This design comes from an exercise in tuning for small area on the open sky130 flow, not from production work. At most, simulation tests tie the RTL to the original design; equivalence was not proved. Only the layout flow was run in run 1; the RTL was not checked for function there. Power and IR drop assume default switching activity.

==> flow/design.v (outline; a module is shown in full before it is edited, if it fits) <==
// module dpd_fa: 10 lines
// module dpd_ha: 9 lines
// module dpd_bsel: 10 lines
// module dpd_mulrnd: 1055 lines
// module dpd_aoi222: 6 lines
// module dpd_rdbit: 12 lines
// module dpd_sync_fifo: 15 lines
// module dpd_output_stage: 113 lines
module dpd_output_stage (
  input  logic               clk,
  input  logic               rst_n,
  input  logic               ENABLE,
  input  logic               valid_in,
  input  logic signed [15:0] y_in_re,
  input  logic signed [15:0] y_in_im,
  input  logic signed [15:0] gain,
  input  logic               clr_status,
  input  logic               dac_ready,
  output logic               dac_valid,
  output logic signed [15:0] dac_re,
  output logic signed [15:0] dac_im,
  output logic               fifo_full,
  output logic               fifo_empty,
  output logic [4:0]         fifo_level,
  output logic               overflow,
  output logic [15:0]        sat_count
);
  // ...
==> flow/run.sh <==
#!/bin/bash
# synth_recipe.tcl (not shown) runs the flow's synth.tcl, then flattens the netlist and writes it again
# the make line also repeats each setting of config.mk as NAME=value (left out here)
make -C /OpenROAD-flow-scripts/flow DESIGN_CONFIG=/design/flow/config.mk WORK_HOME=/design/flow/orfs CLKGATE_MAP_FILE= SYNTH_SCRIPT=/design/flow/synth_recipe.tcl finish
==> flow/config.mk <==
export PLATFORM = sky130hd
export DESIGN_NAME = dpd_output_stage
export DESIGN_NICKNAME = dpd_output_stage
export VERILOG_FILES = /design/flow/design.v
export SDC_FILE = /design/flow/constraint.sdc
export NUM_CORES = 4
export LEC_CHECK = 0
export CAP_MARGIN = 20
export CORE_MARGIN = 2
export CORE_UTILIZATION = 40
export CTS_CLUSTER_DIAMETER = 150
export CTS_CLUSTER_SIZE = 30
export SLEW_MARGIN = 20
export SYNTH_HIERARCHICAL = 1
==> flow/constraint.sdc <==
create_clock -name core_clock -period 7.5 [get_ports {clk}]
set_input_delay 1.5000 -clock core_clock [delete_from_list [all_inputs] [get_ports {clk}]]
set_output_delay 1.5000 -clock core_clock [all_outputs]
set_load 0.01 [all_outputs]
==> summary.txt, run 1 <==
Setup path
  – Buffers plus inverters on the worst setup path: 1
  – Crit path DAT: around 7.4 ns
  – Cells along the critical path: xor2_2 -> buf_4 -> a22oi_1 -> xnor2_1 -> fa_1 -> fa_1 -> fa_1 -> fa_1 -> ha_1 -> nand4_1 -> nor4_1 -> a32o_1 -> a21o_1 -> mux2i_1 -> o22ai_1 -> or2_1 -> mux2_2 -> or2_2
  – Startpoint Class: flop
  – Kind of cell adding the most delay to the critical path: adder cells
  – CP max-delay cell: sky130_fd_sc_hd__dfxtp_2

Die
  – Area of the placeable core: around 82,000 um2
  – Vertical die dimension: slightly below 300 um
  – Tapcell count: ~1,100

Final layout
  – Register with the most flip-flops: r_mem
  – Multi-input comb cells: 1,538
  – Final net count: between 2,000 and 3,000
  – Diodes inserted: 0
  – Top library cells by usage in the layout, fill and taps aside: sky130_fd_sc_hd__edfxtp_1 (512), sky130_fd_sc_hd__xnor2_1 (257), sky130_fd_sc_hd__a22oi_1 (240)
  – Relative area change from synthesis to final layout: 9.56%
  – Multi-input gate area: between 10,000 and 15,000 um2
  – Fraction of layout cells with a size suffix above 1: 0.0786
  – Final design instance area without fill: roughly 36,000 um2
  – Register area: between 15,000 and 20,000 um2

STA
  – Final cycle utilization of the critical path: 0.924
  – Number of endpoints with negative hold slack in the final report: 0

Flow run
  – Number of maximum-capacitance constraint violations: 0

Clock tree
  – Number of buffers between clock root and the deepest sink: 3
  – Clock tree from TritonCTS: done

Yosys
  – Top cells by count, synth: sky130_fd_sc_hd__edfxtp_1 (512), sky130_fd_sc_hd__xnor2_1 (257), sky130_fd_sc_hd__a22oi_1 (240)
  – Main area contributors after synthesis: sky130_fd_sc_hd__edfxtp_1 (47%), sky130_fd_sc_hd__fa_1 (11%), sky130_fd_sc_hd__xnor2_1 (6.9%)
  – Post-synth top area share: 0.468

Drt
  – Drt first pass iters: 8
  – Highest routing layer actually used: met4
  – Drt wl/cell: approximately 24 um
  – Iteration-0 DRC count of the detailed router: around 3,000

Status
  – Result of the run: finished clean

Worst hold path
  – Endpoint of the worst hold path: r_s2_valid
==> inputs of run 2 (changes only) <==
--- a/flow/design.v
+++ b/flow/design.v
@@ -27,310 +27,587 @@
   input  logic two,
   input  logic neg,
   input  logic xj,
   input  logic xj1,
   output logic pp
 );
   assign pp = ((one & xj) | (two & xj1)) ^ neg;
 endmodule
+module dpd_o22ai (
+  input  logic a1,
+  input  logic a2,
+  input  logic b1,
+  input  logic b2,
+  output logic y
+);
+  assign y = ~((a1 | a2) & (b1 | b2));
+endmodule
+module dpd_xor2 (
+  input  logic a,
+  input  logic b,
+  output logic y
+);
+  assign y = a ^ b;
+endmodule
 module dpd_mulrnd (
   input  logic [15:0] x,
   input  logic [7:0]  one,
   input  logic [7:0]  two,
   input  logic [7:0]  neg,
   output logic        sat,
   output logic [15:0] val
 );
+  logic [15:0] xn;
+  logic [7:0] onen, twon;
+  assign xn = ~x;
+  assign onen = ~one;
+  assign twon = ~two;
   logic pp0_0;
   assign pp0_0 = (one[0] & x[0]) ^ neg[0];
   logic pp0_1;
-  assign pp0_1 = ((one[0] & x[1]) | (two[0] & x[0])) ^ neg[0];
+  logic q0_1;
+  dpd_o22ai u_q0_1 (.a1(onen[0]), .a2(xn[1]), .b1(twon[0]), .b2(xn[0]), .y(q0_1));
+  dpd_xor2 u_pp0_1 (.a(q0_1), .b(neg[0]), .y(pp0_1));
   logic pp0_2;
-  assign pp0_2 = ((one[0] & x[2]) | (two[0] & x[1])) ^ neg[0];
+  logic q0_2;
+  dpd_o22ai u_q0_2 (.a1(onen[0]), .a2(xn[2]), .b1(twon[0]), .b2(xn[1]), .y(q0_2));
+  dpd_xor2 u_pp0_2 (.a(q0_2), .b(neg[0]), .y(pp0_2));
   logic pp0_3;
-  assign pp0_3 = ((one[0] & x[3]) | (two[0] & x[2])) ^ neg[0];
+  logic q0_3;
+  dpd_o22ai u_q0_3 (.a1(onen[0]), .a2(xn[3]), .b1(twon[0]), .b2(xn[2]), .y(q0_3));
+  dpd_xor2 u_pp0_3 (.a(q0_3), .b(neg[0]), .y(pp0_3));
   logic pp0_4;
-  assign pp0_4 = ((one[0] & x[4]) | (two[0] & x[3])) ^ neg[0];
+  logic q0_4;
+  dpd_o22ai u_q0_4 (.a1(onen[0]), .a2(xn[4]), .b1(twon[0]), .b2(xn[3]), .y(q0_4));
+  dpd_xor2 u_pp0_4 (.a(q0_4), .b(neg[0]), .y(pp0_4));
   logic pp0_5;
-  assign pp0_5 = ((one[0] & x[5]) | (two[0] & x[4])) ^ neg[0];
+  logic q0_5;
+  dpd_o22ai u_q0_5 (.a1(onen[0]), .a2(xn[5]), .b1(twon[0]), .b2(xn[4]), .y(q0_5));
+  dpd_xor2 u_pp0_5 (.a(q0_5), .b(neg[0]), .y(pp0_5));
   logic pp0_6;
-  assign pp0_6 = ((one[0] & x[6]) | (two[0] & x[5])) ^ neg[0];
+  logic q0_6;
+  dpd_o22ai u_q0_6 (.a1(onen[0]), .a2(xn[6]), .b1(twon[0]), .b2(xn[5]), .y(q0_6));
+  dpd_xor2 u_pp0_6 (.a(q0_6), .b(neg[0]), .y(pp0_6));
   logic pp0_7;
-  assign pp0_7 = ((one[0] & x[7]) | (two[0] & x[6])) ^ neg[0];
+  logic q0_7;
+  dpd_o22ai u_q0_7 (.a1(onen[0]), .a2(xn[7]), .b1(twon[0]), .b2(xn[6]), .y(q0_7));
+  dpd_xor2 u_pp0_7 (.a(q0_7), .b(neg[0]), .y(pp0_7));
   logic pp0_8;
-  assign pp0_8 = ((one[0] & x[8]) | (two[0] & x[7])) ^ neg[0];
+  logic q0_8;
+  dpd_o22ai u_q0_8 (.a1(onen[0]), .a2(xn[8]), .b1(twon[0]), .b2(xn[7]), .y(q0_8));
+  dpd_xor2 u_pp0_8 (.a(q0_8), .b(neg[0]), .y(pp0_8));
   logic pp0_9;
-  assign pp0_9 = ((one[0] & x[9]) | (two[0] & x[8])) ^ neg[0];
+  logic q0_9;
+  dpd_o22ai u_q0_9 (.a1(onen[0]), .a2(xn[9]), .b1(twon[0]), .b2(xn[8]), .y(q0_9));
+  dpd_xor2 u_pp0_9 (.a(q0_9), .b(neg[0]), .y(pp0_9));
   logic pp0_10;
-  assign pp0_10 = ((one[0] & x[10]) | (two[0] & x[9])) ^ neg[0];
+  logic q0_10;
+  dpd_o22ai u_q0_10 (.a1(onen[0]), .a2(xn[10]), .b1(twon[0]), .b2(xn[9]), .y(q0_10));
+  dpd_xor2 u_pp0_10 (.a(q0_10), .b(neg[0]), .y(pp0_10));
   logic pp0_11;
-  assign pp0_11 = ((one[0] & x[11]) | (two[0] & x[10])) ^ neg[0];
+  logic q0_11;
+  dpd_o22ai u_q0_11 (.a1(onen[0]), .a2(xn[11]), .b1(twon[0]), .b2(xn[10]), .y(q0_11));
+  dpd_xor2 u_pp0_11 (.a(q0_11), .b(neg[0]), .y(pp0_11));
   logic pp0_12;
-  assign pp0_12 = ((one[0] & x[12]) | (two[0] & x[11])) ^ neg[0];
+  logic q0_12;
+  dpd_o22ai u_q0_12 (.a1(onen[0]), .a2(xn[12]), .b1(twon[0]), .b2(xn[11]), .y(q0_12));
+  dpd_xor2 u_pp0_12 (.a(q0_12), .b(neg[0]), .y(pp0_12));
   logic pp0_13;
-  assign pp0_13 = ((one[0] & x[13]) | (two[0] & x[12])) ^ neg[0];
+  logic q0_13;
+  dpd_o22ai u_q0_13 (.a1(onen[0]), .a2(xn[13]), .b1(twon[0]), .b2(xn[12]), .y(q0_13));
+  dpd_xor2 u_pp0_13 (.a(q0_13), .b(neg[0]), .y(pp0_13));
   logic pp0_14;
-  assign pp0_14 = ((one[0] & x[14]) | (two[0] & x[13])) ^ neg[0];
+  logic q0_14;
+  dpd_o22ai u_q0_14 (.a1(onen[0]), .a2(xn[14]), .b1(twon[0]), .b2(xn[13]), .y(q0_14));
+  dpd_xor2 u_pp0_14 (.a(q0_14), .b(neg[0]), .y(pp0_14));
   logic pp0_15;
-  assign pp0_15 = ((one[0] & x[15]) | (two[0] & x[14])) ^ neg[0];
+  logic q0_15;
+  dpd_o22ai u_q0_15 (.a1(onen[0]), .a2(xn[15]), .b1(twon[0]), .b2(xn[14]), .y(q0_15));
+  dpd_xor2 u_pp0_15 (.a(q0_15), .b(neg[0]), .y(pp0_15));
   logic pp0_16;
-  assign pp0_16 = ((one[0] & x[15]) | (two[0] & x[15])) ^ neg[0];
+  logic q0_16;
+  dpd_o22ai u_q0_16 (.a1(onen[0]), .a2(xn[15]), .b1(twon[0]), .b2(xn[15]), .y(q0_16));
+  dpd_xor2 u_pp0_16 (.a(q0_16), .b(neg[0]), .y(pp0_16));
   logic npp0_16;
   assign npp0_16 = ~pp0_16;
   logic pp1_0;
   assign pp1_0 = (one[1] & x[0]) ^ neg[1];
   logic pp1_1;
-  assign pp1_1 = ((one[1] & x[1]) | (two[1] & x[0])) ^ neg[1];
+  logic q1_1;
+  dpd_o22ai u_q1_1 (.a1(onen[1]), .a2(xn[1]), .b1(twon[1]), .b2(xn[0]), .y(q1_1));
+  dpd_xor2 u_pp1_1 (.a(q1_1), .b(neg[1]), .y(pp1_1));
   logic pp1_2;
-  assign pp1_2 = ((one[1] & x[2]) | (two[1] & x[1])) ^ neg[1];
+  logic q1_2;
+  dpd_o22ai u_q1_2 (.a1(onen[1]), .a2(xn[2]), .b1(twon[1]), .b2(xn[1]), .y(q1_2));
+  dpd_xor2 u_pp1_2 (.a(q1_2), .b(neg[1]), .y(pp1_2));
   logic pp1_3;
-  assign pp1_3 = ((one[1] & x[3]) | (two[1] & x[2])) ^ neg[1];
+  logic q1_3;
+  dpd_o22ai u_q1_3 (.a1(onen[1]), .a2(xn[3]), .b1(twon[1]), .b2(xn[2]), .y(q1_3));
+  dpd_xor2 u_pp1_3 (.a(q1_3), .b(neg[1]), .y(pp1_3));
   logic pp1_4;
-  assign pp1_4 = ((one[1] & x[4]) | (two[1] & x[3])) ^ neg[1];
+  logic q1_4;
+  dpd_o22ai u_q1_4 (.a1(onen[1]), .a2(xn[4]), .b1(twon[1]), .b2(xn[3]), .y(q1_4));
+  dpd_xor2 u_pp1_4 (.a(q1_4), .b(neg[1]), .y(pp1_4));
   logic pp1_5;
-  assign pp1_5 = ((one[1] & x[5]) | (two[1] & x[4])) ^ neg[1];
+  logic q1_5;
+  dpd_o22ai u_q1_5 (.a1(onen[1]), .a2(xn[5]), .b1(twon[1]), .b2(xn[4]), .y(q1_5));
+  dpd_xor2 u_pp1_5 (.a(q1_5), .b(neg[1]), .y(pp1_5));
   logic pp1_6;
-  assign pp1_6 = ((one[1] & x[6]) | (two[1] & x[5])) ^ neg[1];
+  logic q1_6;
+  dpd_o22ai u_q1_6 (.a1(onen[1]), .a2(xn[6]), .b1(twon[1]), .b2(xn[5]), .y(q1_6));
+  dpd_xor2 u_pp1_6 (.a(q1_6), .b(neg[1]), .y(pp1_6));
   logic pp1_7;
-  assign pp1_7 = ((one[1] & x[7]) | (two[1] & x[6])) ^ neg[1];
+  logic q1_7;
+  dpd_o22ai u_q1_7 (.a1(onen[1]), .a2(xn[7]), .b1(twon[1]), .b2(xn[6]), .y(q1_7));
+  dpd_xor2 u_pp1_7 (.a(q1_7), .b(neg[1]), .y(pp1_7));
   logic pp1_8;
-  assign pp1_8 = ((one[1] & x[8]) | (two[1] & x[7])) ^ neg[1];
+  logic q1_8;
+  dpd_o22ai u_q1_8 (.a1(onen[1]), .a2(xn[8]), .b1(twon[1]), .b2(xn[7]), .y(q1_8));
+  dpd_xor2 u_pp1_8 (.a(q1_8), .b(neg[1]), .y(pp1_8));
   logic pp1_9;
-  assign pp1_9 = ((one[1] & x[9]) | (two[1] & x[8])) ^ neg[1];
+  logic q1_9;
+  dpd_o22ai u_q1_9 (.a1(onen[1]), .a2(xn[9]), .b1(twon[1]), .b2(xn[8]), .y(q1_9));
+  dpd_xor2 u_pp1_9 (.a(q1_9), .b(neg[1]), .y(pp1_9));
   logic pp1_10;
-  assign pp1_10 = ((one[1] & x[10]) | (two[1] & x[9])) ^ neg[1];
+  logic q1_10;
+  dpd_o22ai u_q1_10 (.a1(onen[1]), .a2(xn[10]), .b1(twon[1]), .b2(xn[9]), .y(q1_10));
+  dpd_xor2 u_pp1_10 (.a(q1_10), .b(neg[1]), .y(pp1_10));
   logic pp1_11;
-  assign pp1_11 = ((one[1] & x[11]) | (two[1] & x[10])) ^ neg[1];
+  logic q1_11;
+  dpd_o22ai u_q1_11 (.a1(onen[1]), .a2(xn[11]), .b1(twon[1]), .b2(xn[10]), .y(q1_11));
+  dpd_xor2 u_pp1_11 (.a(q1_11), .b(neg[1]), .y(pp1_11));
   logic pp1_12;
-  assign pp1_12 = ((one[1] & x[12]) | (two[1] & x[11])) ^ neg[1];
+  logic q1_12;
+  dpd_o22ai u_q1_12 (.a1(onen[1]), .a2(xn[12]), .b1(twon[1]), .b2(xn[11]), .y(q1_12));
+  dpd_xor2 u_pp1_12 (.a(q1_12), .b(neg[1]), .y(pp1_12));
   logic pp1_13;
-  assign pp1_13 = ((one[1] & x[13]) | (two[1] & x[12])) ^ neg[1];
+  logic q1_13;
+  dpd_o22ai u_q1_13 (.a1(onen[1]), .a2(xn[13]), .b1(twon[1]), .b2(xn[12]), .y(q1_13));
+  dpd_xor2 u_pp1_13 (.a(q1_13), .b(neg[1]), .y(pp1_13));
   logic pp1_14;
-  assign pp1_14 = ((one[1] & x[14]) | (two[1] & x[13])) ^ neg[1];
+  logic q1_14;
+  dpd_o22ai u_q1_14 (.a1(onen[1]), .a2(xn[14]), .b1(twon[1]), .b2(xn[13]), .y(q1_14));
+  dpd_xor2 u_pp1_14 (.a(q1_14), .b(neg[1]), .y(pp1_14));
   logic pp1_15;
-  assign pp1_15 = ((one[1] & x[15]) | (two[1] & x[14])) ^ neg[1];
+  logic q1_15;
+  dpd_o22ai u_q1_15 (.a1(onen[1]), .a2(xn[15]), .b1(twon[1]), .b2(xn[14]), .y(q1_15));
+  dpd_xor2 u_pp1_15 (.a(q1_15), .b(neg[1]), .y(pp1_15));
   logic pp1_16;
-  assign pp1_16 = ((one[1] & x[15]) | (two[1] & x[15])) ^ neg[1];
+  logic q1_16;
+  dpd_o22ai u_q1_16 (.a1(onen[1]), .a2(xn[15]), .b1(twon[1]), .b2(xn[15]), .y(q1_16));
+  dpd_xor2 u_pp1_16 (.a(q1_16), .b(neg[1]), .y(pp1_16));
   logic npp1_16;
   assign npp1_16 = ~pp1_16;
   logic pp2_0;
   assign pp2_0 = (one[2] & x[0]) ^ neg[2];
   logic pp2_1;
-  assign pp2_1 = ((one[2] & x[1]) | (two[2] & x[0])) ^ neg[2];
+  logic q2_1;
+  dpd_o22ai u_q2_1 (.a1(onen[2]), .a2(xn[1]), .b1(twon[2]), .b2(xn[0]), .y(q2_1));
+  dpd_xor2 u_pp2_1 (.a(q2_1), .b(neg[2]), .y(pp2_1));
   logic pp2_2;
-  assign pp2_2 = ((one[2] & x[2]) | (two[2] & x[1])) ^ neg[2];
+  logic q2_2;
+  dpd_o22ai u_q2_2 (.a1(onen[2]), .a2(xn[2]), .b1(twon[2]), .b2(xn[1]), .y(q2_2));
+  dpd_xor2 u_pp2_2 (.a(q2_2), .b(neg[2]), .y(pp2_2));
   logic pp2_3;
-  assign pp2_3 = ((one[2] & x[3]) | (two[2] & x[2])) ^ neg[2];
+  logic q2_3;
+  dpd_o22ai u_q2_3 (.a1(onen[2]), .a2(xn[3]), .b1(twon[2]), .b2(xn[2]), .y(q2_3));
+  dpd_xor2 u_pp2_3 (.a(q2_3), .b(neg[2]), .y(pp2_3));
   logic pp2_4;
-  assign pp2_4 = ((one[2] & x[4]) | (two[2] & x[3])) ^ neg[2];
+  logic q2_4;
+  dpd_o22ai u_q2_4 (.a1(onen[2]), .a2(xn[4]), .b1(twon[2]), .b2(xn[3]), .y(q2_4));
+  dpd_xor2 u_pp2_4 (.a(q2_4), .b(neg[2]), .y(pp2_4));
   logic pp2_5;
-  assign pp2_5 = ((one[2] & x[5]) | (two[2] & x[4])) ^ neg[2];
+  logic q2_5;
+  dpd_o22ai u_q2_5 (.a1(onen[2]), .a2(xn[5]), .b1(twon[2]), .b2(xn[4]), .y(q2_5));
+  dpd_xor2 u_pp2_5 (.a(q2_5), .b(neg[2]), .y(pp2_5));
   logic pp2_6;
-  assign pp2_6 = ((one[2] & x[6]) | (two[2] & x[5])) ^ neg[2];
+  logic q2_6;
+  dpd_o22ai u_q2_6 (.a1(onen[2]), .a2(xn[6]), .b1(twon[2]), .b2(xn[5]), .y(q2_6));
+  dpd_xor2 u_pp2_6 (.a(q2_6), .b(neg[2]), .y(pp2_6));
   logic pp2_7;
-  assign pp2_7 = ((one[2] & x[7]) | (two[2] & x[6])) ^ neg[2];
+  logic q2_7;
+  dpd_o22ai u_q2_7 (.a1(onen[2]), .a2(xn[7]), .b1(twon[2]), .b2(xn[6]), .y(q2_7));
+  dpd_xor2 u_pp2_7 (.a(q2_7), .b(neg[2]), .y(pp2_7));
   logic pp2_8;
-  assign pp2_8 = ((one[2] & x[8]) | (two[2] & x[7])) ^ neg[2];
+  logic q2_8;
+  dpd_o22ai u_q2_8 (.a1(onen[2]), .a2(xn[8]), .b1(twon[2]), .b2(xn[7]), .y(q2_8));
+  dpd_xor2 u_pp2_8 (.a(q2_8), .b(neg[2]), .y(pp2_8));
   logic pp2_9;
-  assign pp2_9 = ((one[2] & x[9]) | (two[2] & x[8])) ^ neg[2];
+  logic q2_9;
+  dpd_o22ai u_q2_9 (.a1(onen[2]), .a2(xn[9]), .b1(twon[2]), .b2(xn[8]), .y(q2_9));
+  dpd_xor2 u_pp2_9 (.a(q2_9), .b(neg[2]), .y(pp2_9));
   logic pp2_10;
-  assign pp2_10 = ((one[2] & x[10]) | (two[2] & x[9])) ^ neg[2];
+  logic q2_10;
+  dpd_o22ai u_q2_10 (.a1(onen[2]), .a2(xn[10]), .b1(twon[2]), .b2(xn[9]), .y(q2_10));
+  dpd_xor2 u_pp2_10 (.a(q2_10), .b(neg[2]), .y(pp2_10));
   logic pp2_11;
-  assign pp2_11 = ((one[2] & x[11]) | (two[2] & x[10])) ^ neg[2];
+  logic q2_11;
+  dpd_o22ai u_q2_11 (.a1(onen[2]), .a2(xn[11]), .b1(twon[2]), .b2(xn[10]), .y(q2_11));
+  dpd_xor2 u_pp2_11 (.a(q2_11), .b(neg[2]), .y(pp2_11));
   logic pp2_12;
-  assign pp2_12 = ((one[2] & x[12]) | (two[2] & x[11])) ^ neg[2];
+  logic q2_12;
+  dpd_o22ai u_q2_12 (.a1(onen[2]), .a2(xn[12]), .b1(twon[2]), .b2(xn[11]), .y(q2_12));
+  dpd_xor2 u_pp2_12 (.a(q2_12), .b(neg[2]), .y(pp2_12));
   logic pp2_13;
-  assign pp2_13 = ((one[2] & x[13]) | (two[2] & x[12])) ^ neg[2];
+  logic q2_13;
+  dpd_o22ai u_q2_13 (.a1(onen[2]), .a2(xn[13]), .b1(twon[2]), .b2(xn[12]), .y(q2_13));
+  dpd_xor2 u_pp2_13 (.a(q2_13), .b(neg[2]), .y(pp2_13));
   logic pp2_14;
-  assign pp2_14 = ((one[2] & x[14]) | (two[2] & x[13])) ^ neg[2];
+  logic q2_14;
+  dpd_o22ai u_q2_14 (.a1(onen[2]), .a2(xn[14]), .b1(twon[2]), .b2(xn[13]), .y(q2_14));
+  dpd_xor2 u_pp2_14 (.a(q2_14), .b(neg[2]), .y(pp2_14));
   logic pp2_15;
-  assign pp2_15 = ((one[2] & x[15]) | (two[2] & x[14])) ^ neg[2];
+  logic q2_15;
+  dpd_o22ai u_q2_15 (.a1(onen[2]), .a2(xn[15]), .b1(twon[2]), .b2(xn[14]), .y(q2_15));
+  dpd_xor2 u_pp2_15 (.a(q2_15), .b(neg[2]), .y(pp2_15));
   logic pp2_16;
-  assign pp2_16 = ((one[2] & x[15]) | (two[2] & x[15])) ^ neg[2];
+  logic q2_16;
+  dpd_o22ai u_q2_16 (.a1(onen[2]), .a2(xn[15]), .b1(twon[2]), .b2(xn[15]), .y(q2_16));
+  dpd_xor2 u_pp2_16 (.a(q2_16), .b(neg[2]), .y(pp2_16));
   logic npp2_16;
   assign npp2_16 = ~pp2_16;
   logic pp3_0;
   assign pp3_0 = (one[3] & x[0]) ^ neg[3];
   logic pp3_1;
-  assign pp3_1 = ((one[3] & x[1]) | (two[3] & x[0])) ^ neg[3];
+  logic q3_1;
+  dpd_o22ai u_q3_1 (.a1(onen[3]), .a2(xn[1]), .b1(twon[3]), .b2(xn[0]), .y(q3_1));
+  dpd_xor2 u_pp3_1 (.a(q3_1), .b(neg[3]), .y(pp3_1));
   logic pp3_2;
-  assign pp3_2 = ((one[3] & x[2]) | (two[3] & x[1])) ^ neg[3];
+  logic q3_2;
+  dpd_o22ai u_q3_2 (.a1(onen[3]), .a2(xn[2]), .b1(twon[3]), .b2(xn[1]), .y(q3_2));
+  dpd_xor2 u_pp3_2 (.a(q3_2), .b(neg[3]), .y(pp3_2));
   logic pp3_3;
-  assign pp3_3 = ((one[3] & x[3]) | (two[3] & x[2])) ^ neg[3];
+  logic q3_3;
+  dpd_o22ai u_q3_3 (.a1(onen[3]), .a2(xn[3]), .b1(twon[3]), .b2(xn[2]), .y(q3_3));
+  dpd_xor2 u_pp3_3 (.a(q3_3), .b(neg[3]), .y(pp3_3));
   logic pp3_4;
-  assign pp3_4 = ((one[3] & x[4]) | (two[3] & x[3])) ^ neg[3];
+  logic q3_4;
+  dpd_o22ai u_q3_4 (.a1(onen[3]), .a2(xn[4]), .b1(twon[3]), .b2(xn[3]), .y(q3_4));
+  dpd_xor2 u_pp3_4 (.a(q3_4), .b(neg[3]), .y(pp3_4));
   logic pp3_5;
-  assign pp3_5 = ((one[3] & x[5]) | (two[3] & x[4])) ^ neg[3];
+  logic q3_5;
+  dpd_o22ai u_q3_5 (.a1(onen[3]), .a2(xn[5]), .b1(twon[3]), .b2(xn[4]), .y(q3_5));
+  dpd_xor2 u_pp3_5 (.a(q3_5), .b(neg[3]), .y(pp3_5));
   logic pp3_6;
-  assign pp3_6 = ((one[3] & x[6]) | (two[3] & x[5])) ^ neg[3];
+  logic q3_6;
+  dpd_o22ai u_q3_6 (.a1(onen[3]), .a2(xn[6]), .b1(twon[3]), .b2(xn[5]), .y(q3_6));
+  dpd_xor2 u_pp3_6 (.a(q3_6), .b(neg[3]), .y(pp3_6));
   logic pp3_7;
-  assign pp3_7 = ((one[3] & x[7]) | (two[3] & x[6])) ^ neg[3];
+  logic q3_7;
+  dpd_o22ai u_q3_7 (.a1(onen[3]), .a2(xn[7]), .b1(twon[3]), .b2(xn[6]), .y(q3_7));
+  dpd_xor2 u_pp3_7 (.a(q3_7), .b(neg[3]), .y(pp3_7));
   logic pp3_8;
-  assign pp3_8 = ((one[3] & x[8]) | (two[3] & x[7])) ^ neg[3];
+  logic q3_8;
+  dpd_o22ai u_q3_8 (.a1(onen[3]), .a2(xn[8]), .b1(twon[3]), .b2(xn[7]), .y(q3_8));
+  dpd_xor2 u_pp3_8 (.a(q3_8), .b(neg[3]), .y(pp3_8));
   logic pp3_9;
-  assign pp3_9 = ((one[3] & x[9]) | (two[3] & x[8])) ^ neg[3];
+  logic q3_9;
+  dpd_o22ai u_q3_9 (.a1(onen[3]), .a2(xn[9]), .b1(twon[3]), .b2(xn[8]), .y(q3_9));
+  dpd_xor2 u_pp3_9 (.a(q3_9), .b(neg[3]), .y(pp3_9));
   logic pp3_10;
-  assign pp3_10 = ((one[3] & x[10]) | (two[3] & x[9])) ^ neg[3];
+  logic q3_10;
+  dpd_o22ai u_q3_10 (.a1(onen[3]), .a2(xn[10]), .b1(twon[3]), .b2(xn[9]), .y(q3_10));
+  dpd_xor2 u_pp3_10 (.a(q3_10), .b(neg[3]), .y(pp3_10));
   logic pp3_11;
-  assign pp3_11 = ((one[3] & x[11]) | (two[3] & x[10])) ^ neg[3];
+  logic q3_11;
+  dpd_o22ai u_q3_11 (.a1(onen[3]), .a2(xn[11]), .b1(twon[3]), .b2(xn[10]), .y(q3_11));
+  dpd_xor2 u_pp3_11 (.a(q3_11), .b(neg[3]), .y(pp3_11));
   logic pp3_12;
-  assign pp3_12 = ((one[3] & x[12]) | (two[3] & x[11])) ^ neg[3];
+  logic q3_12;
+  dpd_o22ai u_q3_12 (.a1(onen[3]), .a2(xn[12]), .b1(twon[3]), .b2(xn[11]), .y(q3_12));
+  dpd_xor2 u_pp3_12 (.a(q3_12), .b(neg[3]), .y(pp3_12));
   logic pp3_13;
-  assign pp3_13 = ((one[3] & x[13]) | (two[3] & x[12])) ^ neg[3];
+  logic q3_13;
+  dpd_o22ai u_q3_13 (.a1(onen[3]), .a2(xn[13]), .b1(twon[3]), .b2(xn[12]), .y(q3_13));
+  dpd_xor2 u_pp3_13 (.a(q3_13), .b(neg[3]), .y(pp3_13));
   logic pp3_14;
-  assign pp3_14 = ((one[3] & x[14]) | (two[3] & x[13])) ^ neg[3];
+  logic q3_14;
+  dpd_o22ai u_q3_14 (.a1(onen[3]), .a2(xn[14]), .b1(twon[3]), .b2(xn[13]), .y(q3_14));
+  dpd_xor2 u_pp3_14 (.a(q3_14), .b(neg[3]), .y(pp3_14));
   logic pp3_15;
-  assign pp3_15 = ((one[3] & x[15]) | (two[3] & x[14])) ^ neg[3];
+  logic q3_15;
+  dpd_o22ai u_q3_15 (.a1(onen[3]), .a2(xn[15]), .b1(twon[3]), .b2(xn[14]), .y(q3_15));
+  dpd_xor2 u_pp3_15 (.a(q3_15), .b(neg[3]), .y(pp3_15));
   logic pp3_16;
-  assign pp3_16 = ((one[3] & x[15]) | (two[3] & x[15])) ^ neg[3];
+  logic q3_16;
+  dpd_o22ai u_q3_16 (.a1(onen[3]), .a2(xn[15]), .b1(twon[3]), .b2(xn[15]), .y(q3_16));
+  dpd_xor2 u_pp3_16 (.a(q3_16), .b(neg[3]), .y(pp3_16));
   logic npp3_16;
   assign npp3_16 = ~pp3_16;
   logic pp4_0;
   assign pp4_0 = (one[4] & x[0]) ^ neg[4];
   logic pp4_1;
-  assign pp4_1 = ((one[4] & x[1]) | (two[4] & x[0])) ^ neg[4];
+  logic q4_1;
+  dpd_o22ai u_q4_1 (.a1(onen[4]), .a2(xn[1]), .b1(twon[4]), .b2(xn[0]), .y(q4_1));
+  dpd_xor2 u_pp4_1 (.a(q4_1), .b(neg[4]), .y(pp4_1));
   logic pp4_2;
-  assign pp4_2 = ((one[4] & x[2]) | (two[4] & x[1])) ^ neg[4];
+  logic q4_2;
+  dpd_o22ai u_q4_2 (.a1(onen[4]), .a2(xn[2]), .b1(twon[4]), .b2(xn[1]), .y(q4_2));
+  dpd_xor2 u_pp4_2 (.a(q4_2), .b(neg[4]), .y(pp4_2));
   logic pp4_3;
-  assign pp4_3 = ((one[4] & x[3]) | (two[4] & x[2])) ^ neg[4];
+  logic q4_3;
+  dpd_o22ai u_q4_3 (.a1(onen[4]), .a2(xn[3]), .b1(twon[4]), .b2(xn[2]), .y(q4_3));
+  dpd_xor2 u_pp4_3 (.a(q4_3), .b(neg[4]), .y(pp4_3));
   logic pp4_4;
-  assign pp4_4 = ((one[4] & x[4]) | (two[4] & x[3])) ^ neg[4];
+  logic q4_4;
+  dpd_o22ai u_q4_4 (.a1(onen[4]), .a2(xn[4]), .b1(twon[4]), .b2(xn[3]), .y(q4_4));
+  dpd_xor2 u_pp4_4 (.a(q4_4), .b(neg[4]), .y(pp4_4));
   logic pp4_5;
-  assign pp4_5 = ((one[4] & x[5]) | (two[4] & x[4])) ^ neg[4];
+  logic q4_5;
+  dpd_o22ai u_q4_5 (.a1(onen[4]), .a2(xn[5]), .b1(twon[4]), .b2(xn[4]), .y(q4_5));
+  dpd_xor2 u_pp4_5 (.a(q4_5), .b(neg[4]), .y(pp4_5));
   logic pp4_6;
-  assign pp4_6 = ((one[4] & x[6]) | (two[4] & x[5])) ^ neg[4];
+  logic q4_6;
+  dpd_o22ai u_q4_6 (.a1(onen[4]), .a2(xn[6]), .b1(twon[4]), .b2(xn[5]), .y(q4_6));
+  dpd_xor2 u_pp4_6 (.a(q4_6), .b(neg[4]), .y(pp4_6));
   logic pp4_7;
-  assign pp4_7 = ((one[4] & x[7]) | (two[4] & x[6])) ^ neg[4];
+  logic q4_7;
+  dpd_o22ai u_q4_7 (.a1(onen[4]), .a2(xn[7]), .b1(twon[4]), .b2(xn[6]), .y(q4_7));
+  dpd_xor2 u_pp4_7 (.a(q4_7), .b(neg[4]), .y(pp4_7));
   logic pp4_8;
-  assign pp4_8 = ((one[4] & x[8]) | (two[4] & x[7])) ^ neg[4];
+  logic q4_8;
+  dpd_o22ai u_q4_8 (.a1(onen[4]), .a2(xn[8]), .b1(twon[4]), .b2(xn[7]), .y(q4_8));
+  dpd_xor2 u_pp4_8 (.a(q4_8), .b(neg[4]), .y(pp4_8));
   logic pp4_9;
-  assign pp4_9 = ((one[4] & x[9]) | (two[4] & x[8])) ^ neg[4];
+  logic q4_9;
+  dpd_o22ai u_q4_9 (.a1(onen[4]), .a2(xn[9]), .b1(twon[4]), .b2(xn[8]), .y(q4_9));
+  dpd_xor2 u_pp4_9 (.a(q4_9), .b(neg[4]), .y(pp4_9));
   logic pp4_10;
-  assign pp4_10 = ((one[4] & x[10]) | (two[4] & x[9])) ^ neg[4];
+  logic q4_10;
+  dpd_o22ai u_q4_10 (.a1(onen[4]), .a2(xn[10]), .b1(twon[4]), .b2(xn[9]), .y(q4_10));
+  dpd_xor2 u_pp4_10 (.a(q4_10), .b(neg[4]), .y(pp4_10));
   logic pp4_11;
-  assign pp4_11 = ((one[4] & x[11]) | (two[4] & x[10])) ^ neg[4];
+  logic q4_11;
+  dpd_o22ai u_q4_11 (.a1(onen[4]), .a2(xn[11]), .b1(twon[4]), .b2(xn[10]), .y(q4_11));
+  dpd_xor2 u_pp4_11 (.a(q4_11), .b(neg[4]), .y(pp4_11));
   logic pp4_12;
-  assign pp4_12 = ((one[4] & x[12]) | (two[4] & x[11])) ^ neg[4];
+  logic q4_12;
+  dpd_o22ai u_q4_12 (.a1(onen[4]), .a2(xn[12]), .b1(twon[4]), .b2(xn[11]), .y(q4_12));
+  dpd_xor2 u_pp4_12 (.a(q4_12), .b(neg[4]), .y(pp4_12));
   logic pp4_13;
-  assign pp4_13 = ((one[4] & x[13]) | (two[4] & x[12])) ^ neg[4];
+  logic q4_13;
+  dpd_o22ai u_q4_13 (.a1(onen[4]), .a2(xn[13]), .b1(twon[4]), .b2(xn[12]), .y(q4_13));
+  dpd_xor2 u_pp4_13 (.a(q4_13), .b(neg[4]), .y(pp4_13));
   logic pp4_14;
-  assign pp4_14 = ((one[4] & x[14]) | (two[4] & x[13])) ^ neg[4];
+  logic q4_14;
+  dpd_o22ai u_q4_14 (.a1(onen[4]), .a2(xn[14]), .b1(twon[4]), .b2(xn[13]), .y(q4_14));
+  dpd_xor2 u_pp4_14 (.a(q4_14), .b(neg[4]), .y(pp4_14));
   logic pp4_15;
-  assign pp4_15 = ((one[4] & x[15]) | (two[4] & x[14])) ^ neg[4];
+  logic q4_15;
+  dpd_o22ai u_q4_15 (.a1(onen[4]), .a2(xn[15]), .b1(twon[4]), .b2(xn[14]), .y(q4_15));
+  dpd_xor2 u_pp4_15 (.a(q4_15), .b(neg[4]), .y(pp4_15));
   logic pp4_16;
-  assign pp4_16 = ((one[4] & x[15]) | (two[4] & x[15])) ^ neg[4];
+  logic q4_16;
+  dpd_o22ai u_q4_16 (.a1(onen[4]), .a2(xn[15]), .b1(twon[4]), .b2(xn[15]), .y(q4_16));
+  dpd_xor2 u_pp4_16 (.a(q4_16), .b(neg[4]), .y(pp4_16));
   logic npp4_16;
   assign npp4_16 = ~pp4_16;
   logic pp5_0;
   assign pp5_0 = (one[5] & x[0]) ^ neg[5];
   logic pp5_1;
-  assign pp5_1 = ((one[5] & x[1]) | (two[5] & x[0])) ^ neg[5];
+  logic q5_1;
+  dpd_o22ai u_q5_1 (.a1(onen[5]), .a2(xn[1]), .b1(twon[5]), .b2(xn[0]), .y(q5_1));
+  dpd_xor2 u_pp5_1 (.a(q5_1), .b(neg[5]), .y(pp5_1));
   logic pp5_2;
-  assign pp5_2 = ((one[5] & x[2]) | (two[5] & x[1])) ^ neg[5];
+  logic q5_2;
+  dpd_o22ai u_q5_2 (.a1(onen[5]), .a2(xn[2]), .b1(twon[5]), .b2(xn[1]), .y(q5_2));
+  dpd_xor2 u_pp5_2 (.a(q5_2), .b(neg[5]), .y(pp5_2));
   logic pp5_3;
-  assign pp5_3 = ((one[5] & x[3]) | (two[5] & x[2])) ^ neg[5];
+  logic q5_3;
+  dpd_o22ai u_q5_3 (.a1(onen[5]), .a2(xn[3]), .b1(twon[5]), .b2(xn[2]), .y(q5_3));
+  dpd_xor2 u_pp5_3 (.a(q5_3), .b(neg[5]), .y(pp5_3));
   logic pp5_4;
-  assign pp5_4 = ((one[5] & x[4]) | (two[5] & x[3])) ^ neg[5];
+  logic q5_4;
+  dpd_o22ai u_q5_4 (.a1(onen[5]), .a2(xn[4]), .b1(twon[5]), .b2(xn[3]), .y(q5_4));
+  dpd_xor2 u_pp5_4 (.a(q5_4), .b(neg[5]), .y(pp5_4));
   logic pp5_5;
-  assign pp5_5 = ((one[5] & x[5]) | (two[5] & x[4])) ^ neg[5];
+  logic q5_5;
+  dpd_o22ai u_q5_5 (.a1(onen[5]), .a2(xn[5]), .b1(twon[5]), .b2(xn[4]), .y(q5_5));
+  dpd_xor2 u_pp5_5 (.a(q5_5), .b(neg[5]), .y(pp5_5));
   logic pp5_6;
-  assign pp5_6 = ((one[5] & x[6]) | (two[5] & x[5])) ^ neg[5];
+  logic q5_6;
+  dpd_o22ai u_q5_6 (.a1(onen[5]), .a2(xn[6]), .b1(twon[5]), .b2(xn[5]), .y(q5_6));
+  dpd_xor2 u_pp5_6 (.a(q5_6), .b(neg[5]), .y(pp5_6));
   logic pp5_7;
-  assign pp5_7 = ((one[5] & x[7]) | (two[5] & x[6])) ^ neg[5];
+  logic q5_7;
+  dpd_o22ai u_q5_7 (.a1(onen[5]), .a2(xn[7]), .b1(twon[5]), .b2(xn[6]), .y(q5_7));
+  dpd_xor2 u_pp5_7 (.a(q5_7), .b(neg[5]), .y(pp5_7));
   logic pp5_8;
-  assign pp5_8 = ((one[5] & x[8]) | (two[5] & x[7])) ^ neg[5];
+  logic q5_8;
+  dpd_o22ai u_q5_8 (.a1(onen[5]), .a2(xn[8]), .b1(twon[5]), .b2(xn[7]), .y(q5_8));
+  dpd_xor2 u_pp5_8 (.a(q5_8), .b(neg[5]), .y(pp5_8));
   logic pp5_9;
-  assign pp5_9 = ((one[5] & x[9]) | (two[5] & x[8])) ^ neg[5];
+  logic q5_9;
+  dpd_o22ai u_q5_9 (.a1(onen[5]), .a2(xn[9]), .b1(twon[5]), .b2(xn[8]), .y(q5_9));
+  dpd_xor2 u_pp5_9 (.a(q5_9), .b(neg[5]), .y(pp5_9));
   logic pp5_10;
-  assign pp5_10 = ((one[5] & x[10]) | (two[5] & x[9])) ^ neg[5];
+  logic q5_10;
+  dpd_o22ai u_q5_10 (.a1(onen[5]), .a2(xn[10]), .b1(twon[5]), .b2(xn[9]), .y(q5_10));
+  dpd_xor2 u_pp5_10 (.a(q5_10), .b(neg[5]), .y(pp5_10));
   logic pp5_11;
-  assign pp5_11 = ((one[5] & x[11]) | (two[5] & x[10])) ^ neg[5];
+  logic q5_11;
+  dpd_o22ai u_q5_11 (.a1(onen[5]), .a2(xn[11]), .b1(twon[5]), .b2(xn[10]), .y(q5_11));
+  dpd_xor2 u_pp5_11 (.a(q5_11), .b(neg[5]), .y(pp5_11));
   logic pp5_12;
-  assign pp5_12 = ((one[5] & x[12]) | (two[5] & x[11])) ^ neg[5];
+  logic q5_12;
+  dpd_o22ai u_q5_12 (.a1(onen[5]), .a2(xn[12]), .b1(twon[5]), .b2(xn[11]), .y(q5_12));
+  dpd_xor2 u_pp5_12 (.a(q5_12), .b(neg[5]), .y(pp5_12));
   logic pp5_13;
-  assign pp5_13 = ((one[5] & x[13]) | (two[5] & x[12])) ^ neg[5];
+  logic q5_13;
+  dpd_o22ai u_q5_13 (.a1(onen[5]), .a2(xn[13]), .b1(twon[5]), .b2(xn[12]), .y(q5_13));
+  dpd_xor2 u_pp5_13 (.a(q5_13), .b(neg[5]), .y(pp5_13));
   logic pp5_14;
-  assign pp5_14 = ((one[5] & x[14]) | (two[5] & x[13])) ^ neg[5];
+  logic q5_14;
+  dpd_o22ai u_q5_14 (.a1(onen[5]), .a2(xn[14]), .b1(twon[5]), .b2(xn[13]), .y(q5_14));
+  dpd_xor2 u_pp5_14 (.a(q5_14), .b(neg[5]), .y(pp5_14));
   logic pp5_15;
-  assign pp5_15 = ((one[5] & x[15]) | (two[5] & x[14])) ^ neg[5];
+  logic q5_15;
+  dpd_o22ai u_q5_15 (.a1(onen[5]), .a2(xn[15]), .b1(twon[5]), .b2(xn[14]), .y(q5_15));
+  dpd_xor2 u_pp5_15 (.a(q5_15), .b(neg[5]), .y(pp5_15));
   logic pp5_16;
-  assign pp5_16 = ((one[5] & x[15]) | (two[5] & x[15])) ^ neg[5];
+  logic q5_16;
+  dpd_o22ai u_q5_16 (.a1(onen[5]), .a2(xn[15]), .b1(twon[5]), .b2(xn[15]), .y(q5_16));
+  dpd_xor2 u_pp5_16 (.a(q5_16), .b(neg[5]), .y(pp5_16));
   logic npp5_16;
   assign npp5_16 = ~pp5_16;
   logic pp6_0;
   assign pp6_0 = (one[6] & x[0]) ^ neg[6];
   logic pp6_1;
-  assign pp6_1 = ((one[6] & x[1]) | (two[6] & x[0])) ^ neg[6];
+  logic q6_1;
+  dpd_o22ai u_q6_1 (.a1(onen[6]), .a2(xn[1]), .b1(twon[6]), .b2(xn[0]), .y(q6_1));
+  dpd_xor2 u_pp6_1 (.a(q6_1), .b(neg[6]), .y(pp6_1));
   logic pp6_2;
-  assign pp6_2 = ((one[6] & x[2]) | (two[6] & x[1])) ^ neg[6];
+  logic q6_2;
+  dpd_o22ai u_q6_2 (.a1(onen[6]), .a2(xn[2]), .b1(twon[6]), .b2(xn[1]), .y(q6_2));
+  dpd_xor2 u_pp6_2 (.a(q6_2), .b(neg[6]), .y(pp6_2));
   logic pp6_3;
-  assign pp6_3 = ((one[6] & x[3]) | (two[6] & x[2])) ^ neg[6];
+  logic q6_3;
+  dpd_o22ai u_q6_3 (.a1(onen[6]), .a2(xn[3]), .b1(twon[6]), .b2(xn[2]), .y(q6_3));
+  dpd_xor2 u_pp6_3 (.a(q6_3), .b(neg[6]), .y(pp6_3));
   logic pp6_4;
-  assign pp6_4 = ((one[6] & x[4]) | (two[6] & x[3])) ^ neg[6];
+  logic q6_4;
+  dpd_o22ai u_q6_4 (.a1(onen[6]), .a2(xn[4]), .b1(twon[6]), .b2(xn[3]), .y(q6_4));
+  dpd_xor2 u_pp6_4 (.a(q6_4), .b(neg[6]), .y(pp6_4));
   logic pp6_5;
-  assign pp6_5 = ((one[6] & x[5]) | (two[6] & x[4])) ^ neg[6];
+  logic q6_5;
+  dpd_o22ai u_q6_5 (.a1(onen[6]), .a2(xn[5]), .b1(twon[6]), .b2(xn[4]), .y(q6_5));
+  dpd_xor2 u_pp6_5 (.a(q6_5), .b(neg[6]), .y(pp6_5));
   logic pp6_6;
-  assign pp6_6 = ((one[6] & x[6]) | (two[6] & x[5])) ^ neg[6];
+  logic q6_6;
+  dpd_o22ai u_q6_6 (.a1(onen[6]), .a2(xn[6]), .b1(twon[6]), .b2(xn[5]), .y(q6_6));
+  dpd_xor2 u_pp6_6 (.a(q6_6), .b(neg[6]), .y(pp6_6));
   logic pp6_7;
-  assign pp6_7 = ((one[6] & x[7]) | (two[6] & x[6])) ^ neg[6];
+  logic q6_7;
+  dpd_o22ai u_q6_7 (.a1(onen[6]), .a2(xn[7]), .b1(twon[6]), .b2(xn[6]), .y(q6_7));
+  dpd_xor2 u_pp6_7 (.a(q6_7), .b(neg[6]), .y(pp6_7));
   logic pp6_8;
-  assign pp6_8 = ((one[6] & x[8]) | (two[6] & x[7])) ^ neg[6];
+  logic q6_8;
+  dpd_o22ai u_q6_8 (.a1(onen[6]), .a2(xn[8]), .b1(twon[6]), .b2(xn[7]), .y(q6_8));
+  dpd_xor2 u_pp6_8 (.a(q6_8), .b(neg[6]), .y(pp6_8));
   logic pp6_9;
-  assign pp6_9 = ((one[6] & x[9]) | (two[6] & x[8])) ^ neg[6];
+  logic q6_9;
+  dpd_o22ai u_q6_9 (.a1(onen[6]), .a2(xn[9]), .b1(twon[6]), .b2(xn[8]), .y(q6_9));
+  dpd_xor2 u_pp6_9 (.a(q6_9), .b(neg[6]), .y(pp6_9));
   logic pp6_10;
-  assign pp6_10 = ((one[6] & x[10]) | (two[6] & x[9])) ^ neg[6];
+  logic q6_10;
+  dpd_o22ai u_q6_10 (.a1(onen[6]), .a2(xn[10]), .b1(twon[6]), .b2(xn[9]), .y(q6_10));
+  dpd_xor2 u_pp6_10 (.a(q6_10), .b(neg[6]), .y(pp6_10));
   logic pp6_11;
-  assign pp6_11 = ((one[6] & x[11]) | (two[6] & x[10])) ^ neg[6];
+  logic q6_11;
+  dpd_o22ai u_q6_11 (.a1(onen[6]), .a2(xn[11]), .b1(twon[6]), .b2(xn[10]), .y(q6_11));
+  dpd_xor2 u_pp6_11 (.a(q6_11), .b(neg[6]), .y(pp6_11));
   logic pp6_12;
-  assign pp6_12 = ((one[6] & x[12]) | (two[6] & x[11])) ^ neg[6];
+  logic q6_12;
+  dpd_o22ai u_q6_12 (.a1(onen[6]), .a2(xn[12]), .b1(twon[6]), .b2(xn[11]), .y(q6_12));
+  dpd_xor2 u_pp6_12 (.a(q6_12), .b(neg[6]), .y(pp6_12));
   logic pp6_13;
-  assign pp6_13 = ((one[6] & x[13]) | (two[6] & x[12])) ^ neg[6];
+  logic q6_13;
+  dpd_o22ai u_q6_13 (.a1(onen[6]), .a2(xn[13]), .b1(twon[6]), .b2(xn[12]), .y(q6_13));
+  dpd_xor2 u_pp6_13 (.a(q6_13), .b(neg[6]), .y(pp6_13));
   logic pp6_14;
-  assign pp6_14 = ((one[6] & x[14]) | (two[6] & x[13])) ^ neg[6];
+  logic q6_14;
+  dpd_o22ai u_q6_14 (.a1(onen[6]), .a2(xn[14]), .b1(twon[6]), .b2(xn[13]), .y(q6_14));
+  dpd_xor2 u_pp6_14 (.a(q6_14), .b(neg[6]), .y(pp6_14));
   logic pp6_15;
-  assign pp6_15 = ((one[6] & x[15]) | (two[6] & x[14])) ^ neg[6];
+  logic q6_15;
+  dpd_o22ai u_q6_15 (.a1(onen[6]), .a2(xn[15]), .b1(twon[6]), .b2(xn[14]), .y(q6_15));
+  dpd_xor2 u_pp6_15 (.a(q6_15), .b(neg[6]), .y(pp6_15));
   logic pp6_16;
-  assign pp6_16 = ((one[6] & x[15]) | (two[6] & x[15])) ^ neg[6];
+  logic q6_16;
+  dpd_o22ai u_q6_16 (.a1(onen[6]), .a2(xn[15]), .b1(twon[6]), .b2(xn[15]), .y(q6_16));
+  dpd_xor2 u_pp6_16 (.a(q6_16), .b(neg[6]), .y(pp6_16));
   logic npp6_16;
   assign npp6_16 = ~pp6_16;
   logic pp7_0;
   assign pp7_0 = (one[7] & x[0]) ^ neg[7];
   logic pp7_1;
-  assign pp7_1 = ((one[7] & x[1]) | (two[7] & x[0])) ^ neg[7];
+  logic q7_1;
+  dpd_o22ai u_q7_1 (.a1(onen[7]), .a2(xn[1]), .b1(twon[7]), .b2(xn[0]), .y(q7_1));
+  dpd_xor2 u_pp7_1 (.a(q7_1), .b(neg[7]), .y(pp7_1));
   logic pp7_2;
-  assign pp7_2 = ((one[7] & x[2]) | (two[7] & x[1])) ^ neg[7];
+  logic q7_2;
+  dpd_o22ai u_q7_2 (.a1(onen[7]), .a2(xn[2]), .b1(twon[7]), .b2(xn[1]), .y(q7_2));
+  dpd_xor2 u_pp7_2 (.a(q7_2), .b(neg[7]), .y(pp7_2));
   logic pp7_3;
-  assign pp7_3 = ((one[7] & x[3]) | (two[7] & x[2])) ^ neg[7];
+  logic q7_3;
+  dpd_o22ai u_q7_3 (.a1(onen[7]), .a2(xn[3]), .b1(twon[7]), .b2(xn[2]), .y(q7_3));
+  dpd_xor2 u_pp7_3 (.a(q7_3), .b(neg[7]), .y(pp7_3));
   logic pp7_4;
-  assign pp7_4 = ((one[7] & x[4]) | (two[7] & x[3])) ^ neg[7];
+  logic q7_4;
+  dpd_o22ai u_q7_4 (.a1(onen[7]), .a2(xn[4]), .b1(twon[7]), .b2(xn[3]), .y(q7_4));
+  dpd_xor2 u_pp7_4 (.a(q7_4), .b(neg[7]), .y(pp7_4));
   logic pp7_5;
-  assign pp7_5 = ((one[7] & x[5]) | (two[7] & x[4])) ^ neg[7];
+  logic q7_5;
+  dpd_o22ai u_q7_5 (.a1(onen[7]), .a2(xn[5]), .b1(twon[7]), .b2(xn[4]), .y(q7_5));
+  dpd_xor2 u_pp7_5 (.a(q7_5), .b(neg[7]), .y(pp7_5));
   logic pp7_6;
-  assign pp7_6 = ((one[7] & x[6]) | (two[7] & x[5])) ^ neg[7];
+  logic q7_6;
+  dpd_o22ai u_q7_6 (.a1(onen[7]), .a2(xn[6]), .b1(twon[7]), .b2(xn[5]), .y(q7_6));
+  dpd_xor2 u_pp7_6 (.a(q7_6), .b(neg[7]), .y(pp7_6));
   logic pp7_7;
-  assign pp7_7 = ((one[7] & x[7]) | (two[7] & x[6])) ^ neg[7];
+  logic q7_7;
+  dpd_o22ai u_q7_7 (.a1(onen[7]), .a2(xn[7]), .b1(twon[7]), .b2(xn[6]), .y(q7_7));
+  dpd_xor2 u_pp7_7 (.a(q7_7), .b(neg[7]), .y(pp7_7));
   logic pp7_8;
-  assign pp7_8 = ((one[7] & x[8]) | (two[7] & x[7])) ^ neg[7];
+  logic q7_8;
+  dpd_o22ai u_q7_8 (.a1(onen[7]), .a2(xn[8]), .b1(twon[7]), .b2(xn[7]), .y(q7_8));
+  dpd_xor2 u_pp7_8 (.a(q7_8), .b(neg[7]), .y(pp7_8));
   logic pp7_9;
-  assign pp7_9 = ((one[7] & x[9]) | (two[7] & x[8])) ^ neg[7];
+  logic q7_9;
+  dpd_o22ai u_q7_9 (.a1(onen[7]), .a2(xn[9]), .b1(twon[7]), .b2(xn[8]), .y(q7_9));
+  dpd_xor2 u_pp7_9 (.a(q7_9), .b(neg[7]), .y(pp7_9));
   logic pp7_10;
-  assign pp7_10 = ((one[7] & x[10]) | (two[7] & x[9])) ^ neg[7];
+  logic q7_10;
+  dpd_o22ai u_q7_10 (.a1(onen[7]), .a2(xn[10]), .b1(twon[7]), .b2(xn[9]), .y(q7_10));
+  dpd_xor2 u_pp7_10 (.a(q7_10), .b(neg[7]), .y(pp7_10));
   logic pp7_11;
-  assign pp7_11 = ((one[7] & x[11]) | (two[7] & x[10])) ^ neg[7];
+  logic q7_11;
+  dpd_o22ai u_q7_11 (.a1(onen[7]), .a2(xn[11]), .b1(twon[7]), .b2(xn[10]), .y(q7_11));
+  dpd_xor2 u_pp7_11 (.a(q7_11), .b(neg[7]), .y(pp7_11));
   logic pp7_12;
-  assign pp7_12 = ((one[7] & x[12]) | (two[7] & x[11])) ^ neg[7];
+  logic q7_12;
+  dpd_o22ai u_q7_12 (.a1(onen[7]), .a2(xn[12]), .b1(twon[7]), .b2(xn[11]), .y(q7_12));
+  dpd_xor2 u_pp7_12 (.a(q7_12), .b(neg[7]), .y(pp7_12));
   logic pp7_13;
-  assign pp7_13 = ((one[7] & x[13]) | (two[7] & x[12])) ^ neg[7];
+  logic q7_13;
+  dpd_o22ai u_q7_13 (.a1(onen[7]), .a2(xn[13]), .b1(twon[7]), .b2(xn[12]), .y(q7_13));
+  dpd_xor2 u_pp7_13 (.a(q7_13), .b(neg[7]), .y(pp7_13));
   logic pp7_14;
-  assign pp7_14 = ((one[7] & x[14]) | (two[7] & x[13])) ^ neg[7];
+  logic q7_14;
+  dpd_o22ai u_q7_14 (.a1(onen[7]), .a2(xn[14]), .b1(twon[7]), .b2(xn[13]), .y(q7_14));
+  dpd_xor2 u_pp7_14 (.a(q7_14), .b(neg[7]), .y(pp7_14));
   logic pp7_15;
-  assign pp7_15 = ((one[7] & x[15]) | (two[7] & x[14])) ^ neg[7];
+  logic q7_15;
+  dpd_o22ai u_q7_15 (.a1(onen[7]), .a2(xn[15]), .b1(twon[7]), .b2(xn[14]), .y(q7_15));
+  dpd_xor2 u_pp7_15 (.a(q7_15), .b(neg[7]), .y(pp7_15));
   logic pp7_16;
-  assign pp7_16 = ((one[7] & x[15]) | (two[7] & x[15])) ^ neg[7];
+  logic q7_16;
+  dpd_o22ai u_q7_16 (.a1(onen[7]), .a2(xn[15]), .b1(twon[7]), .b2(xn[15]), .y(q7_16));
+  dpd_xor2 u_pp7_16 (.a(q7_16), .b(neg[7]), .y(pp7_16));
   logic npp7_16;
   assign npp7_16 = ~pp7_16;
   logic s1;
   logic c2;
   dpd_ha u_s1 (.a(neg[5]), .b(pp0_10), .s(s1), .co(c2));
   logic s3;
   logic c4;
   assign s3 = ~(pp0_11 ^ pp1_9);
--- a/flow/config.mk
+++ b/flow/config.mk
@@ -4,11 +4,11 @@
 export VERILOG_FILES = /design/flow/design.v
 export SDC_FILE = /design/flow/constraint.sdc
 export NUM_CORES = 4
 export LEC_CHECK = 0
 export CAP_MARGIN = 20
 export CORE_MARGIN = 2
 export CORE_UTILIZATION = 40
 export CTS_CLUSTER_DIAMETER = 150
-export CTS_CLUSTER_SIZE = 30
+export CTS_CLUSTER_SIZE = 20
 export SLEW_MARGIN = 20
 export SYNTH_HIERARCHICAL = 1
==> run 2 against run 1 <==
  * Wire length about the same
  * Via count up 0.70%
  * Sequential share of layout area is 0.089 points higher
  * Worst hold slack got worse by 0.010 ns
  * Register-to-register slack improved by 0.28 ns
  * Critical path depth fell by 1
  * Setup slack gained 0.28 ns
  * Clock power is 28% higher
  * Final area fell by 0.18%
  * First-iteration DRC count down 2.6%
  * Synthesized area down 2.6%
  * Largest cell class unchanged
==> summary.txt, run 2 <==
Status
  – Result of the run: finished clean (unchanged)

Die
  – Die footprint: 82,200 um2 (was 84,400 um2)
  – Area of the placeable core: 79,100 um2 (was 81,700 um2)
  – Die X-Extent: 287 um (was 291 um)
  – Starting utilization of the core area: 0.404 (was 0.402)
  – Vertical die dimension: 287 um (was 291 um)
  – Number of primary I/O pins: 111 (unchanged)
  – Number of cell rows: 103 (was 105)

Setup path
  – Cell mode on critical path: sky130_fd_sc_hd__fa_1 (unchanged)
  – Crit path DAT: 7.13 ns (was 7.43 ns)
  – CP max-delay cell: sky130_fd_sc_hd__dfxtp_2 (unchanged)
  – Largest fanout on the critical path: 24 (unchanged)
  – Number of cells traversed by the worst register-to-register path: 17 (was 18)
  – Setup slack on the worst flop-to-flop path: 0.85 ns (was 0.57 ns)
  – Startpoint Class: flop (unchanged)
  – Max incr delay on CP: 0.77 ns (was 0.84 ns)
  – R2r endpoint: r_s2_sat (unchanged)
  – Worst setup path class: flop to flop (unchanged)
  – Required time worst endpoint: 7.98 ns (was 8.00 ns)
  – Startpoint of the lowest-slack register-to-register path: r_s1_gain[13] (was r_s1_gain[3])
  – Cells along the critical path: xor2_1 -> inv_1 -> o22ai_1 -> xor2_1 -> ha_1 -> fa_1 -> fa_1 -> fa_1 -> ha_1 -> a21oi_1 -> o21ai_0 -> a221o_1 -> a221o_1 -> or3_4 -> a21oi_4 -> a21oi_1 -> or2_2 (was xor2_2 -> buf_4 -> a22oi_1 -> xnor2_1 -> fa_1 -> fa_1 -> fa_1 -> fa_1 -> ha_1 -> nand4_1 -> nor4_1 -> a32o_1 -> a21o_1 -> mux2i_1 -> o22ai_1 -> or2_1 -> mux2_2 -> or2_2)
  – Type of element capturing the critical path: flop (unchanged)

Pwr
  – Internal portion of total power: 9.00 mW (was 8.84 mW)
  – Sequential fraction of design power: 0.277 (was 0.279)
  – Fraction of power consumed by combinational cells: 0.584 (was 0.614)
  – Power per standard cell area: 436 nW/um2 (was 438 nW/um2)
  – IR Drop Worst-Case VDD: 589 uV (was 377 uV)
  – Switching power share of the total: 0.425 (was 0.439)
  – Share of power burned in the clock network: 0.138 (was 0.107)
  – Reported leakage power: 12.7 nW (was 11.9 nW)
  – Power spent charging and discharging nets: 6.65 mW (was 6.92 mW)

STA
  – Worst-case clock skew: 0.0265 ns (was 0.0337 ns)
  – Maximum clock frequency: 150 MHz (was 144 MHz)
  – Number of pins exceeding their max-slew limit in the final report: 0 (unchanged)
  – Number of endpoints with negative hold slack in the final report: 0 (unchanged)
  – Count of endpoints failing setup in the final report: 0 (unchanged)
  – Transition time at the pin with the least slew margin: 1.13 ns (was 1.10 ns)
  – Fin Hold WS: 0.355 ns (was 0.365 ns)
  – Unrepaired setup endpoints after global routing: false (unchanged)
  – Worst-case headroom to the max-slew limit: 0.246 (was 0.265)
  – Worst Setup Slack, final: 0.849 ns (was 0.570 ns)
  – Clock period minus final worst setup slack: 6.65 ns (was 6.93 ns)
  – Final cycle utilization of the critical path: 0.887 (was 0.924)
  – Final total negative setup slack: 0 ns (unchanged)

Final layout
  – Max reg flops: 512 (unchanged)
  – Register with the most flip-flops: r_mem (unchanged)
  – Diodes inserted: 0 (unchanged)
  – Most frequent standard cell in the layout excluding fill and tap cells: sky130_fd_sc_hd__edfxtp_1 (unchanged)
  – Final design instance area without fill: 35,900 um2 (was 36,000 um2)
  – Top library cells by usage in the layout, fill and taps aside: sky130_fd_sc_hd__edfxtp_1 (512), sky130_fd_sc_hd__xor2_1 (283), sky130_fd_sc_hd__o22ai_1 (274) (was sky130_fd_sc_hd__edfxtp_1 (512), sky130_fd_sc_hd__xnor2_1 (257), sky130_fd_sc_hd__a22oi_1 (240))
  – Final net count: 2,787 (was 2,728)
  – Fraction of layout cells with a size suffix above 1: 0.0569 (was 0.0786)
  – Core utilization of the finished layout: 0.454 (was 0.440)
  – Relative area change from synthesis to final layout: 12.3% (was 9.56%)

Yosys
  – Syn_area_per_cell: 14.1 um2 (was 14.0 um2)
  – Seq cells post-synth: 617 (unchanged)
  – Post-Synthesis Net Count: 2,610 (was 2,688)
  – Async set or reset register ratio after synthesis: 0.0389 (unchanged)
  – Leading cell type by number of instances after synthesis: sky130_fd_sc_hd__edfxtp_1 (unchanged)
  – Ys flop type: sky130_fd_sc_hd__edfxtp_1 (unchanged)
  – Synth Cell Area: 32,000 um2 (was 32,800 um2)
  – Top cells by count, synth: sky130_fd_sc_hd__edfxtp_1 (512), sky130_fd_sc_hd__xor2_1 (283), sky130_fd_sc_hd__o22ai_1 (274) (was sky130_fd_sc_hd__edfxtp_1 (512), sky130_fd_sc_hd__xnor2_1 (257), sky130_fd_sc_hd__a22oi_1 (240))
  – Main area contributors after synthesis: sky130_fd_sc_hd__edfxtp_1 (48%), sky130_fd_sc_hd__fa_1 (11%), sky130_fd_sc_hd__xor2_1 (7.7%) (was sky130_fd_sc_hd__edfxtp_1 (47%), sky130_fd_sc_hd__fa_1 (11%), sky130_fd_sc_hd__xnor2_1 (6.9%))
  – Number of enable flip-flop cells after synthesis: 512 (unchanged)
  – Yosys warns: 8 (unchanged)
  – Post-synth top area share: 0.481 (was 0.468)
  – Post-synthesis sequential area ratio: 0.550 (was 0.536)
  – Unique cell type count in the Yosys netlist: 59 (was 73)
  – Cells after Synth: 2,270 (was 2,348)
  – Cell type contributing the most total cell area after synthesis: sky130_fd_sc_hd__edfxtp_1 (unchanged)

Placement
  – Area after detailed placement: 34,700 um2 (was 35,200 um2)
  – Final estimated routing congestion in global placement: 0.880 (was 0.888)
  – Port Buffers: 110 (unchanged)
  – Worst slack after detailed placement: 0.897 ns (was 0.622 ns)
  – Total half-perimeter wirelength after legalization and detailed placement: 52.2 mm (was 52.4 mm)

Clock tree
  – Cell chosen for the clock root: sky130_fd_sc_hd__clkbuf_16 (unchanged)
  – CTS Hold Buffers Added: 0 (unchanged)
  – Post-cts repair resize count: 0 (unchanged)
  – Clock insertion delay at the later pin of the skew report: 0.59 ns (was 0.62 ns)
  – CTS H-tree depth: 2 (was 1)
  – Number of buffers created by CTS: 38 (was 25)
  – Clock tree from TritonCTS: done (unchanged)
  – Reg clk slew, reported paths: 0.09 ns (was 0.12 ns)
  – Buffer count from post-CTS setup fixing: 0 (unchanged)
  – Clock Sink Count: 617 (unchanged)
  – Number of buffers between clock root and the deepest sink: 3 (unchanged)

Drt
  – Routed via count divided by cell count: 6.01 (was 6.05)
  – Detailed-route via count: 21,200 (was 21,000)
  – Iteration-0 DRC count of the detailed router: 2,898 (was 2,974)
  – Drt first pass iters: 10 (was 8)
  – Routed wire length: 82.2 mm (about the same)
  – Number of remaining DRC errors: 0 (unchanged)
  – Drt wl/cell: 23.3 um (was 23.6 um)
  – Post-route antenna net violation count: 0 (unchanged)

Worst hold path
  – Worst hold path type: flop to flop (unchanged)
  – Hold-critical path depth: 0 (unchanged)
  – Critical hold path startpoint: r_s1_valid (unchanged)
  – Endpoint of the worst hold path: r_s2_valid (unchanged)

Global routing
  – Busiest layer in global routing: met2 (unchanged)
  – Number of antenna violations at the first check in global routing: 0 (unchanged)
  – Pin count of the biggest net entering global routing: 195 (was 210)
  – Vias in the first global route: 21,300 (was 21,100)
  – Met1 Track Usage GR: 0.279 (was 0.268)
  – Met2 track demand over resource: 0.320 (was 0.308)
  – Global-route wire length before repair: 127 mm (was 126 mm)
  – Remaining global-route overflow: 0 (unchanged)
  – Global Route met3 Usage: 0.0254 (was 0.0239)
  – Global-route usage over all layers: 0.197 (was 0.188)

Flow run
  – Number of maximum-capacitance constraint violations: 0 (unchanged)
[run 2: power by group through the flow]
stage | clock (mW) | combinational [mW] | sequential, mW
floorplan | 0 | 6.61 | 4.42
global route | 2.37 | 10.1 | 4.38
CTS | 2.25 | 9.10 | 4.34
detailed placement | 0 | 9.06 | 4.41
global placement | 0 | 8.86 | 4.40
finish | 2.17 | 9.14 | 4.34
[run 2: metrics by stage]
step,power (mW),std cells
detailed placement,13.5,3457
finish,15.6,3527
floorplan,11.0,2270
global route,16.9,3527
CTS,15.7,3527
global placement,13.3,3457
[run 2: cell families (layout without fill, tap and decap cells)]
family	count (synthesis)	in the layout	share of synthesized area
buffers and inverters	143	350	0.0187
flip-flops	617	617	0.550
multiplexers	6	6	0.00211
adder cells (fa/ha/maj)	286	286	0.154
AO/OA/AOI/OAI	589	589	0.137
AND/OR/NAND/NOR	313	313	0.0514
XOR/XNOR	316	316	0.0865
[run 2: per-module statistics from Yosys (local to each module, per instance), a selection]
module            flip-flops and latches  cell area, um2  times used  cells
dpd_xor2                               0            8.76         256      1
dpd_o22ai                              0            6.26         256      1
dpd_ha                                 0            12.5          34      1
dpd_aoi222                             0            10.0         160      1
dpd_output_stage                     617           18700           1    790
dpd_rdbit                              0            16.3          32      3
dpd_mulrnd                             0            1670           2    250
dpd_fa                                 0            20.0         178      1
[run 2: cell type report]
class                      count  area [um2]
clock inverter                 7         141
clock buffer                  63        1040
multi-input combinational   1510       13900
sequential                   617       17600
timing repair buffer         153        1460
inverter                     127         477
tap                         1050        1310
fill                        7082       43200
[run 2: worst max path at each step]
| stage | start | endpoint | slack (ns) |
|---|---|---|---|
| 6_report | r_s1_gain[13] | r_s2_sat | 0.85 |
| 2_1_floorplan | dac_ready | r_level[4] | -3.87 |
| 3_3_place_gp | r_s1_gain[5] | r_s2_sat | 1.08 |
| 4_1_cts | r_s1_gain[13] | r_s2_sat | 0.87 |
| 3_5_place_dp | r_s1_gain[13] | r_s2_sat | 0.90 |
| 5_1_grt | r_s1_gain[13] | r_s2_im[4] | 0.53 |
[run 2: routing by layer]
metal / share of wire / up-vias
li1: - / 9362
met1: 0.43 / 10800
met2: 0.47 / 972
met3: 0.073 / 110
met4: 0.019 / 0
met5: 0 / -
[run 2: critical path, delay by kind of cell (launching register included)]
kind | cells | cell delay, ns
buffers and inverters | 1 | 0.37
adder cells (fa/ha/maj) | 5 | 2.13
flip-flops | 1 | 0.77
XOR/XNOR | 2 | 0.57
AND/OR/NAND/NOR | 2 | 0.71
AO/OA/AOI/OAI | 7 | 1.98

[static timing again, ports no longer ideal]
The results above use ideal ports. As a check the final layouts listed here were re-extracted and re-timed, cells and wires unchanged.
Step 1: set_driving_cell puts a clkbuf_16 on clk and a buf_2 on each other input, an assumption about the parent block.
Step 2 adds t to the input delays and takes it off the output delays; t is the mean of the earliest and latest rising clock arrival at the registers after step 1. Input paths then give back, and output paths get back, about the clock's delay inside the block.
Slacks: no drivers / after step 1 / after step 2; pairs: no drivers / after step 1.
run	t, ns	setup slack, ns	hold WS [ns]	worst setup path after step 2	worst register clock-pin slew, ns
run 1	0.655	0.570 / 0.570 / 0.570	0.365 / 0.365 / 0.365	register to register	0.12 / 0.12
run 2	0.651	0.849 / 0.849 / 0.849	0.355 / 0.355 / 0.355	register to register	0.09 / 0.09
After both steps setup and hold are still met in every run listed.
